Source: an optimization exercise on an open RTL-to-GDS flow (aim: small area and a short achievable clock period). Production flows keep margins and buffers that such runs may drop. Only simulation tests tie the RTL to the original design; equivalence was not proved. Power figures rest on the tool's default switching activity, not on a simulated workload.

== main ==
==> flow/design.v <==
package usb_pkg;
  localparam int unsigned USB_BUF_DEPTH  = 64;
  localparam int unsigned USB_BUF_ADDR_W = 6;
  localparam logic [1:0] SIZE_BYTE = 2'd0;
  localparam logic [1:0] SIZE_HALF = 2'd1;
  localparam logic [1:0] SIZE_WORD = 2'd2;
  localparam logic [3:0] PID_OUT   = 4'b0001;
  localparam logic [3:0] PID_IN    = 4'b1001;
  localparam logic [3:0] PID_DATA0 = 4'b0011;
  localparam logic [3:0] PID_DATA1 = 4'b1011;
  localparam logic [3:0] PID_ACK   = 4'b0010;
  localparam logic [3:0] PID_NAK   = 4'b1010;
  localparam logic [3:0] PID_STALL = 4'b1110;
  function automatic logic [2:0] size_bytes(input logic [1:0] sz);
    logic [2:0] n;
    case (sz)
      SIZE_BYTE: n = 3'd1;
      SIZE_HALF: n = 3'd2;
      SIZE_WORD: n = 3'd4;
      default:   n = 3'd0;
    endcase
    size_bytes = n;
  endfunction
endpackage
module usb_buffer_mem
#(
  parameter int unsigned DEPTH  = usb_pkg::USB_BUF_DEPTH,
  parameter int unsigned ADDR_W = usb_pkg::USB_BUF_ADDR_W
) (
  input  logic              clk_i,
  input  logic [ADDR_W-1:0] waddr_i,
  input  logic [2:0]        wcount_i,
  input  logic [31:0]       wdata_i,
  input  logic [ADDR_W-1:0] raddr_i,
  output logic [31:0]       rdata_o
);
  localparam int unsigned Rows  = DEPTH / 4;
  localparam int unsigned RowW  = ADDR_W - 2;
  logic [7:0] bank_q [4][Rows];
  logic [7:0] bank_rd [4];
  for (genvar b = 0; b < 4; b++) begin : gen_bank
    logic [1:0]      wlane, rlane;
    logic [RowW-1:0] wrow, rrow;
    logic [7:0]      wbyte;
    logic            wen;
    assign wlane = 2'(b) - waddr_i[1:0];
    assign wrow  = waddr_i[ADDR_W-1:2] + RowW'(2'(b) < waddr_i[1:0]);
    assign wbyte = wdata_i[8*wlane +: 8];
    assign wen   = wcount_i > {1'b0, wlane};
    assign rrow  = raddr_i[ADDR_W-1:2] + RowW'(2'(b) < raddr_i[1:0]);
    assign bank_rd[b] = bank_q[b][rrow];
    for (genvar r = 0; r < Rows; r++) begin : gen_row
      always_ff @(posedge clk_i) begin
        if (wen && wrow == RowW'(r)) bank_q[b][r] <= wbyte;
      end
    end
  end
  for (genvar k = 0; k < 4; k++) begin : gen_lane
    logic [1:0] bsel;
    assign bsel = raddr_i[1:0] + 2'(k);
    assign rdata_o[8*k +: 8] = bank_rd[bsel];
  end
endmodule
module usb_data_buffer
#(
  parameter int unsigned DEPTH  = usb_pkg::USB_BUF_DEPTH,
  parameter int unsigned ADDR_W = usb_pkg::USB_BUF_ADDR_W
) (
  input  logic              clk,
  input  logic              n_rst,
  input  logic              flush,
  input  logic              clear,
  input  logic              store_rx_packet_data,
  input  logic [7:0]        rx_packet_data,
  input  logic              get_rx_data,
  input  logic              store_tx_data,
  input  logic [1:0]        data_size,
  input  logic [31:0]       tx_data,
  output logic [31:0]       rx_data,
  input  logic              get_tx_packet_data,
  output logic [7:0]        tx_packet_data,
  output logic [ADDR_W:0]   buffer_occupancy
);
  localparam int unsigned CntW = ADDR_W + 1;
  logic [ADDR_W-1:0] rd_ptr_q, rd_ptr_d;
  logic [ADDR_W-1:0] wr_ptr_q, wr_ptr_d;
  logic [CntW-1:0]   occ_q, occ_d;
  logic [2:0]  push_size, pop_size, push_cnt, pop_cnt, rx_size;
  logic [31:0] push_data, win;
  always_comb begin
    push_size = '0;
    push_data = '0;
    if (store_rx_packet_data) begin
      push_size = 3'd1;
      push_data = {24'h0, rx_packet_data};
    end else if (store_tx_data) begin
      push_size = usb_pkg::size_bytes(data_size);
      push_data = tx_data;
    end
    pop_size = '0;
    if (get_tx_packet_data) begin
      pop_size = 3'd1;
    end else if (get_rx_data) begin
      pop_size = usb_pkg::size_bytes(data_size);
    end
    push_cnt = (occ_q + CntW'(push_size) <= CntW'(DEPTH)) ? push_size : '0;
    pop_cnt  = (occ_q >= CntW'(pop_size)) ? pop_size : '0;
    wr_ptr_d = wr_ptr_q + ADDR_W'(push_cnt);
    rd_ptr_d = rd_ptr_q + ADDR_W'(pop_cnt);
    occ_d    = occ_q + CntW'(push_cnt) - CntW'(pop_cnt);
    if (flush || clear) begin
      push_cnt = '0;
      pop_cnt  = '0;
      wr_ptr_d = '0;
      rd_ptr_d = '0;
      occ_d    = '0;
    end
  end
  always_ff @(posedge clk or negedge n_rst) begin
    if (!n_rst) begin
      rd_ptr_q <= '0;
      wr_ptr_q <= '0;
      occ_q    <= '0;
    end else begin
      rd_ptr_q <= rd_ptr_d;
      wr_ptr_q <= wr_ptr_d;
      occ_q    <= occ_d;
    end
  end
  usb_buffer_mem #(
    .DEPTH  (DEPTH),
    .ADDR_W (ADDR_W)
  ) u_mem (
    .clk_i    (clk),
    .waddr_i  (wr_ptr_q),
    .wcount_i (push_cnt),
    .wdata_i  (push_data),
    .raddr_i  (rd_ptr_q),
    .rdata_o  (win)
  );
  always_comb begin
    rx_size = usb_pkg::size_bytes(data_size);
    rx_data = '0;
    for (int k = 0; k < 4; k++) begin
      if (rx_size > 3'(k) && occ_q > CntW'(k)) begin
        rx_data[8*k +: 8] = win[8*k +: 8];
      end
    end
    tx_packet_data = (occ_q != '0) ? win[7:0] : 8'h00;
  end
  assign buffer_occupancy = occ_q;
endmodule
Settings: LEC_CHECK=0, CAP_MARGIN=20, CORE_MARGIN=2, CORE_UTILIZATION=30, SLEW_MARGIN=20; clock period 7.0 ns.
run.sh (not shown) runs the stock make flow with config.mk's settings and CLKGATE_MAP_FILE= SYNTH_SCRIPT=/design/flow/synth_recipe.tcl, a recipe that flattens the netlist after the stock synthesis.
The following lists how the feature branch was set up differently from main:
diff --git a/flow/design.v b/flow/design.v
--- a/flow/design.v
+++ b/flow/design.v
@@ -27,28 +27,28 @@
   parameter int unsigned DEPTH  = usb_pkg::USB_BUF_DEPTH,
   parameter int unsigned ADDR_W = usb_pkg::USB_BUF_ADDR_W
 ) (
   input  logic              clk_i,
   input  logic [ADDR_W-1:0] waddr_i,
-  input  logic [2:0]        wcount_i,
+  input  logic [3:0]        wlane_en_i,
   input  logic [31:0]       wdata_i,
   input  logic [ADDR_W-1:0] raddr_i,
   output logic [31:0]       rdata_o
 );
   localparam int unsigned Rows  = DEPTH / 4;
   localparam int unsigned RowW  = ADDR_W - 2;
   logic [7:0] bank_q [4][Rows];
   logic [7:0] bank_rd [4];
   for (genvar b = 0; b < 4; b++) begin : gen_bank
-    logic [1:0]      wlane, rlane;
+    logic [1:0]      wlane;
     logic [RowW-1:0] wrow, rrow;
     logic [7:0]      wbyte;
     logic            wen;
     assign wlane = 2'(b) - waddr_i[1:0];
     assign wrow  = waddr_i[ADDR_W-1:2] + RowW'(2'(b) < waddr_i[1:0]);
     assign wbyte = wdata_i[8*wlane +: 8];
-    assign wen   = wcount_i > {1'b0, wlane};
+    assign wen   = wlane_en_i[wlane];
     assign rrow  = raddr_i[ADDR_W-1:2] + RowW'(2'(b) < raddr_i[1:0]);
     assign bank_rd[b] = bank_q[b][rrow];
     for (genvar r = 0; r < Rows; r++) begin : gen_row
       always_ff @(posedge clk_i) begin
         if (wen && wrow == RowW'(r)) bank_q[b][r] <= wbyte;
@@ -84,20 +84,21 @@
   localparam int unsigned CntW = ADDR_W + 1;
   logic [ADDR_W-1:0] rd_ptr_q, rd_ptr_d;
   logic [ADDR_W-1:0] wr_ptr_q, wr_ptr_d;
   logic [CntW-1:0]   occ_q, occ_d;
   logic [2:0]  push_size, pop_size, push_cnt, pop_cnt, rx_size;
-  logic [31:0] push_data, win;
+  logic [31:0] push_data, behind;
+  logic [3:0]  slot_free;
+  logic [3:0][7:0] win_q, win_d;
+  logic [7:0][7:0] ext;     
+  logic [7:0][7:0] fill;    
   always_comb begin
     push_size = '0;
-    push_data = '0;
     if (store_rx_packet_data) begin
       push_size = 3'd1;
-      push_data = {24'h0, rx_packet_data};
     end else if (store_tx_data) begin
       push_size = usb_pkg::size_bytes(data_size);
-      push_data = tx_data;
     end
     pop_size = '0;
     if (get_tx_packet_data) begin
       pop_size = 3'd1;
     end else if (get_rx_data) begin
@@ -107,12 +108,10 @@
     pop_cnt  = (occ_q >= CntW'(pop_size)) ? pop_size : '0;
     wr_ptr_d = wr_ptr_q + ADDR_W'(push_cnt);
     rd_ptr_d = rd_ptr_q + ADDR_W'(pop_cnt);
     occ_d    = occ_q + CntW'(push_cnt) - CntW'(pop_cnt);
     if (flush || clear) begin
-      push_cnt = '0;
-      pop_cnt  = '0;
       wr_ptr_d = '0;
       rd_ptr_d = '0;
       occ_d    = '0;
     end
   end
@@ -125,28 +124,52 @@
       rd_ptr_q <= rd_ptr_d;
       wr_ptr_q <= wr_ptr_d;
       occ_q    <= occ_d;
     end
   end
+  for (genvar k = 0; k < 4; k++) begin : gen_free
+    assign slot_free[k] = occ_q < CntW'(DEPTH - k);
+  end
+  assign push_data = store_rx_packet_data ? {tx_data[31:8], rx_packet_data} : tx_data;
   usb_buffer_mem #(
     .DEPTH  (DEPTH),
     .ADDR_W (ADDR_W)
   ) u_mem (
-    .clk_i    (clk),
-    .waddr_i  (wr_ptr_q),
-    .wcount_i (push_cnt),
-    .wdata_i  (push_data),
-    .raddr_i  (rd_ptr_q),
-    .rdata_o  (win)
+    .clk_i      (clk),
+    .waddr_i    (wr_ptr_q),
+    .wlane_en_i (slot_free),
+    .wdata_i    (push_data),
+    .raddr_i    (rd_ptr_q + ADDR_W'(4)),
+    .rdata_o    (behind)
   );
+  always_comb begin
+    for (int j = 0; j < 8; j++) begin
+      ext[j]  = (j < 4) ? win_q[j % 4] : behind[8*(j%4) +: 8];
+      fill[j] = ext[j];
+      for (int i = 0; i < 4; i++) begin
+        if (i <= j && occ_q == CntW'(j - i)) fill[j] = push_data[8*i +: 8];
+      end
+    end
+    for (int k = 0; k < 4; k++) begin
+      case (pop_cnt)
+        3'd1:    win_d[k] = fill[k + 1];
+        3'd2:    win_d[k] = fill[k + 2];
+        3'd4:    win_d[k] = fill[k + 4];
+        default: win_d[k] = fill[k];
+      endcase
+    end
+  end
+  always_ff @(posedge clk) begin
+    win_q <= win_d;
+  end
   always_comb begin
     rx_size = usb_pkg::size_bytes(data_size);
     rx_data = '0;
     for (int k = 0; k < 4; k++) begin
       if (rx_size > 3'(k) && occ_q > CntW'(k)) begin
-        rx_data[8*k +: 8] = win[8*k +: 8];
+        rx_data[8*k +: 8] = win_q[k];
       end
     end
-    tx_packet_data = (occ_q != '0) ? win[7:0] : 8'h00;
+    tx_packet_data = (occ_q != '0) ? win_q[0] : 8'h00;
   end
   assign buffer_occupancy = occ_q;
 endmodule
## What came out
Taking the feature branch over main, the via count of the first global-routing pass ratio works out to 1.07. Diff main -> the feature branch: starting utilization of the core area fell by 0.17 points, initial antenna violation count went up 13, core utilization of the finished layout went down, wire length on met2 climbed about 3.2%. Comparing the feature branch and main, the lower register fraction of the total cell area is on main. Count of non-CTS buffers in the layout on the feature branch is down relative to main. As of the feature branch, via count had risen by a few percent compared to main. Diff the feature branch and main: post-route total power lower in main. Number of standard cells in the final layout excluding fillers was higher in the run labelled the feature branch. Fmax: the feature branch above main. In the reports for the feature branch and main, the smaller clock power belongs to main.

re-timing with driven ports:
No port has a modelled driver above. Below, the same layouts with a new extraction and two added sets of constraints.
Step 1, drivers: a clkbuf_16 drives clk and a buf_2 each remaining input, both assumed.
Step 2 also shifts input and output timing later by t, the mid clock arrival at the registers, as if the neighbouring blocks saw the same clock.
Slacks: no drivers / after step 1 / after step 2; pairs: no drivers / after step 1.
| run | t, ns | slack for setup (ns) | worst register clock-pin slew, ns |
|---|---|---|---|
| main | 0.677 | 0.096 / 0.036 / 0.218 | 0.07 / 0.07 |
| the feature branch | 0.703 | 0.913 / 0.846 / 0.542 | 0.07 / 0.07 |
After both steps setup and hold are still met in every run listed. For the feature branch, which loses most, drivers alone change the setup slack by -0.067 ns; drivers and shift together by -0.371 ns.
